This design comes from an exercise in tuning for small area on the open sky130 flow, not from production work.
In this exercise RTL edits were held to simulation tests only and were not proved equivalent to the original.
Power is estimated from default activity; no workload was simulated.

Setup of before:
## core_debug_unit
module core_debug_unit #(
    parameter int NUM_REGS = 32
)(
    input  logic        clk,
    input  logic        reset_n,
    input  logic        retire_valid_i,
    input  logic [31:0] retire_pc_i,
    input  logic        retire_jump_i,
    input  logic [31:0] retire_target_i,
    input  logic        ebreak_i,
    input  logic        pipe_empty_i,
    input  logic        wb_en_i,
    input  logic [4:0]  wb_addr_i,
    input  logic [31:0] wb_data_i,
    input  logic [4:0]  core_raddr_i,
    output logic [31:0] core_rdata_o,
    input  logic        haltreq_i,
    input  logic        resumereq_i,
    output logic        running_o,
    output logic        halted_o,
    output logic        resumeack_o,
    output logic [31:0] resume_pc_o,
    input  logic        ar_en_i,
    input  logic        ar_wr_i,
    input  logic [15:0] ar_addr_i,
    input  logic [31:0] ar_wdata_i,
    output logic [31:0] ar_rdata_o,
    output logic        ar_done_o
);
Size: about 3,500 cells after synthesis, about 1,100 flip-flops, roughly 270 I/O pins.
make LEC_CHECK=0 CAP_MARGIN=20 CORE_MARGIN=2 CORE_UTILIZATION=45 CTS_BUF_LIST=sky130_fd_sc_hd__clkbuf_8 PLACE_DENSITY=0.55 SETUP_SLACK_MARGIN=0.3 SLEW_MARGIN=20 SYNTH_HIERARCHICAL=1 SYNTH_MINIMUM_KEEP_SIZE=0 finish   # period 8.0 ns
run.sh (not shown) runs the stock make flow with config.mk's settings and CLKGATE_MAP_FILE= SYNTH_SCRIPT=/design/flow/synth_recipe.tcl, a recipe that flattens the netlist after the stock synthesis.
Modified inputs, after compared to before
- CORE_UTILIZATION now 30, was 45
- SETUP_SLACK_MARGIN now 1.0, was 0.3
- CTS_BUF_LIST no longer set, was sky130_fd_sc_hd__clkbuf_8
- PLACE_DENSITY now 0.45, was 0.55
### Flow results
In the metrics for before and after, the one carrying the higher design area is after.
Relative to before, sequential share of layout area has decreased by 0.68 points in after.
The lower final worst-path cycle share came out of after.
after vs before — non-clock buffer count dropped by a few percent
before and after ended up with nearly the same fraction of layout cells with a size suffix above 1.


sierra:
Another version of the RTL of core_debug_unit (not shown whole).
For scale: about 0.043 mm² of cells after synthesis.
export LEC_CHECK = 0
export CAP_MARGIN = 5
export CORE_MARGIN = 2
export CORE_UTILIZATION = 30
export PLACE_DENSITY = 0.45
export SETUP_SLACK_MARGIN = 0.5
export SLEW_MARGIN = 5
export SYNTH_HIERARCHICAL = 1
export SYNTH_MINIMUM_KEEP_SIZE = 0
create_clock -name core_clock -period 8.0 [get_ports {clk}]
standard.sh (not shown) runs the stock make flow with config.mk's settings and CLKGATE_MAP_FILE= SYNTH_SCRIPT=/design/flow/synth_recipe.tcl, a recipe that flattens the netlist after the stock synthesis.
==> flow/flow/run.sh <==
#!/bin/bash
# Standard ORFS layout (the standard.sh, standard synthesis), with two
# changes to how the layout is made:
#  - port buffers use the smallest buffer cell instead of the default pick
#  - clock tree: larger sink clusters and no dummy loads
set -euo pipefail
export BUFFER_PORTS_ARGS="-buffer_cell sky130_fd_sc_hd__buf_1"
export CTS_ARGS="-sink_clustering_enable -repair_clock_nets -dont_use_dummy_load -buf_list sky130_fd_sc_hd__clkbuf_8 -sink_clustering_size 14 -sink_clustering_max_diameter 80"
bash standard.sh BUFFER_PORTS_ARGS="$BUFFER_PORTS_ARGS" CTS_ARGS="$CTS_ARGS" finish > make_finish.log 2>&1
Edits applied to the flow inputs when going from sierra to nickel:
--- a/flow/flow/run.sh
+++ b/flow/flow/run.sh
@@ -7,3 +7,3 @@
 export BUFFER_PORTS_ARGS="-buffer_cell sky130_fd_sc_hd__buf_1"
-export CTS_ARGS="-sink_clustering_enable -repair_clock_nets -dont_use_dummy_load -buf_list sky130_fd_sc_hd__clkbuf_8 -sink_clustering_size 14 -sink_clustering_max_diameter 80"
+export CTS_ARGS="-sink_clustering_enable -repair_clock_nets -dont_use_dummy_load -buf_list sky130_fd_sc_hd__clkbuf_16 -sink_clustering_size 22 -sink_clustering_max_diameter 120"
 bash standard.sh BUFFER_PORTS_ARGS="$BUFFER_PORTS_ARGS" CTS_ARGS="$CTS_ARGS" finish > make_finish.log 2>&1
Results
Side by side, combinational group share of total power turned out lower in nickel than in sierra.
nickel against sierra: initial DRC count picked up an extra 0.80%; static leakage neither gained nor lost much; portion of the layout cell area used by non-clock buffers neither gained nor lost much.
Compared with sierra, nickel instantiates a smaller number of cells.
Between sierra and nickel, normalized max-slew margin is lower for nickel, sierra comes in above that.
Final worst-path setup slack (higher): nickel
sierra → nickel: power increased about 1.2%; share of the final layout cell area in sequential cells went down by 0.15 points.
### nickel -> indigo
--- a/flow/flow/run.sh
+++ b/flow/flow/run.sh
@@ -7,3 +7,3 @@
 export BUFFER_PORTS_ARGS="-buffer_cell sky130_fd_sc_hd__buf_1"
-export CTS_ARGS="-sink_clustering_enable -repair_clock_nets -dont_use_dummy_load -buf_list sky130_fd_sc_hd__clkbuf_16 -sink_clustering_size 22 -sink_clustering_max_diameter 120"
+export CTS_ARGS="-sink_clustering_enable -repair_clock_nets -dont_use_dummy_load -buf_list sky130_fd_sc_hd__clkbuf_16 -sink_clustering_size 20 -sink_clustering_max_diameter 100"
 bash standard.sh BUFFER_PORTS_ARGS="$BUFFER_PORTS_ARGS" CTS_ARGS="$CTS_ARGS" finish > make_finish.log 2>&1
### Flow results
The final total negative setup slack of nickel and that of indigo are within noise of each other. Re count of instances resized after the clock tree is built: no difference whatsoever between nickel and indigo. The lower vias after detailed routing came out of nickel. [indigo] maximum cell stage delay along the critical path fell 0.03 ns relative to nickel. Transition at the pin with the smallest max-transition slack ended up 0.0049 ns lower on indigo than on nickel. On worst-case clock buffer depth, nickel and indigo are neck and neck. Any difference in sequential share of layout area between nickel and indigo is small enough to ignore. In terms of wire length, nickel and indigo differ only marginally.


Another version of the RTL of core_debug_unit (not shown whole).
Size: ~3500 cells after synthesis, ~1100 flip-flops, about 270 I/O pins, roughly 43000 um2 of cells after synthesis.
export LEC_CHECK = 0
export CAP_MARGIN = 20
export CORE_MARGIN = 2
export CORE_UTILIZATION = 30
export PLACE_DENSITY = 0.45
export SETUP_SLACK_MARGIN = 1.0
export SLEW_MARGIN = 20
export SYNTH_HIERARCHICAL = 1
export SYNTH_MINIMUM_KEEP_SIZE = 0
create_clock -name core_clock -period 8.0 [get_ports {clk}]
==> flow/flow/run.sh <==
#!/bin/bash
# Standard ORFS layout (the standard.sh, standard synthesis), with two
# changes to how the layout is made:
#  - port buffers use the smallest buffer cell instead of the default pick
#  - clock tree: larger sink clusters and no dummy loads
set -euo pipefail
export BUFFER_PORTS_ARGS="-buffer_cell sky130_fd_sc_hd__buf_1"
export CTS_ARGS="-sink_clustering_enable -repair_clock_nets -dont_use_dummy_load -buf_list sky130_fd_sc_hd__clkbuf_16 -sink_clustering_size 20 -sink_clustering_max_diameter 100"
bash standard.sh BUFFER_PORTS_ARGS="$BUFFER_PORTS_ARGS" CTS_ARGS="$CTS_ARGS" finish > make_finish.log 2>&1
The baseline finished with timing, DRC and antenna clean.
Rerun with:
CAP_MARGIN = 5   (was 20)
SETUP_SLACK_MARGIN = 0.5   (was 1.0)
SLEW_MARGIN = 5   (was 20)
Global-route usage went up by 0.22 points.
Area after synthesis stays the same.
Routed wire length goes up slightly.
Combinational power hardly moves.
Worst setup slack gets worse by 0.58 ns.
Clock-buffer cell count is unchanged.

-- re-timing with driven ports --
How much do the figures lean on ideal ports? The routed layouts below were timed once more, with nothing changed but the port constraints. Step 1, drivers: a clkbuf_16 drives clk and a buf_2 each remaining input, both assumed. Step 2 also shifts input and output timing later by t, the mid clock arrival at the registers, as if the neighbouring blocks saw the same clock. a / b / c = ideal / step 1 / step 2; a / b = the first two.
| run | t, ns | setup slack, ns | worst slew at a driven data input, ns |
|---|---|---|---|
| before | 0.948 | 0.444 / 0.416 / -0.235 | 0.09 |
| after | 0.839 | 0.873 / 0.844 / 0.319 | 0.13 |
| sierra | 0.908 | 0.990 / 0.971 / 0.971 | 0.18 |
| nickel | 0.793 | 1.021 / 1.001 / 1.001 | 0.19 |
| indigo | 0.794 | 1.003 / 0.984 / 0.984 | 0.17 |
| the first run of note 3 | 0.786 | 1.210 / 1.188 / 0.585 | 0.07 |
| the second run of note 3 | 0.787 | 0.631 / 0.687 / -0.100 | 0.08 |
Met with ideal ports but missed after step 2: setup timing in before and the second run of note 3. The setup slack of the second run of note 3, which loses most, moves by +0.056 ns with the drivers and by -0.731 ns with both steps.
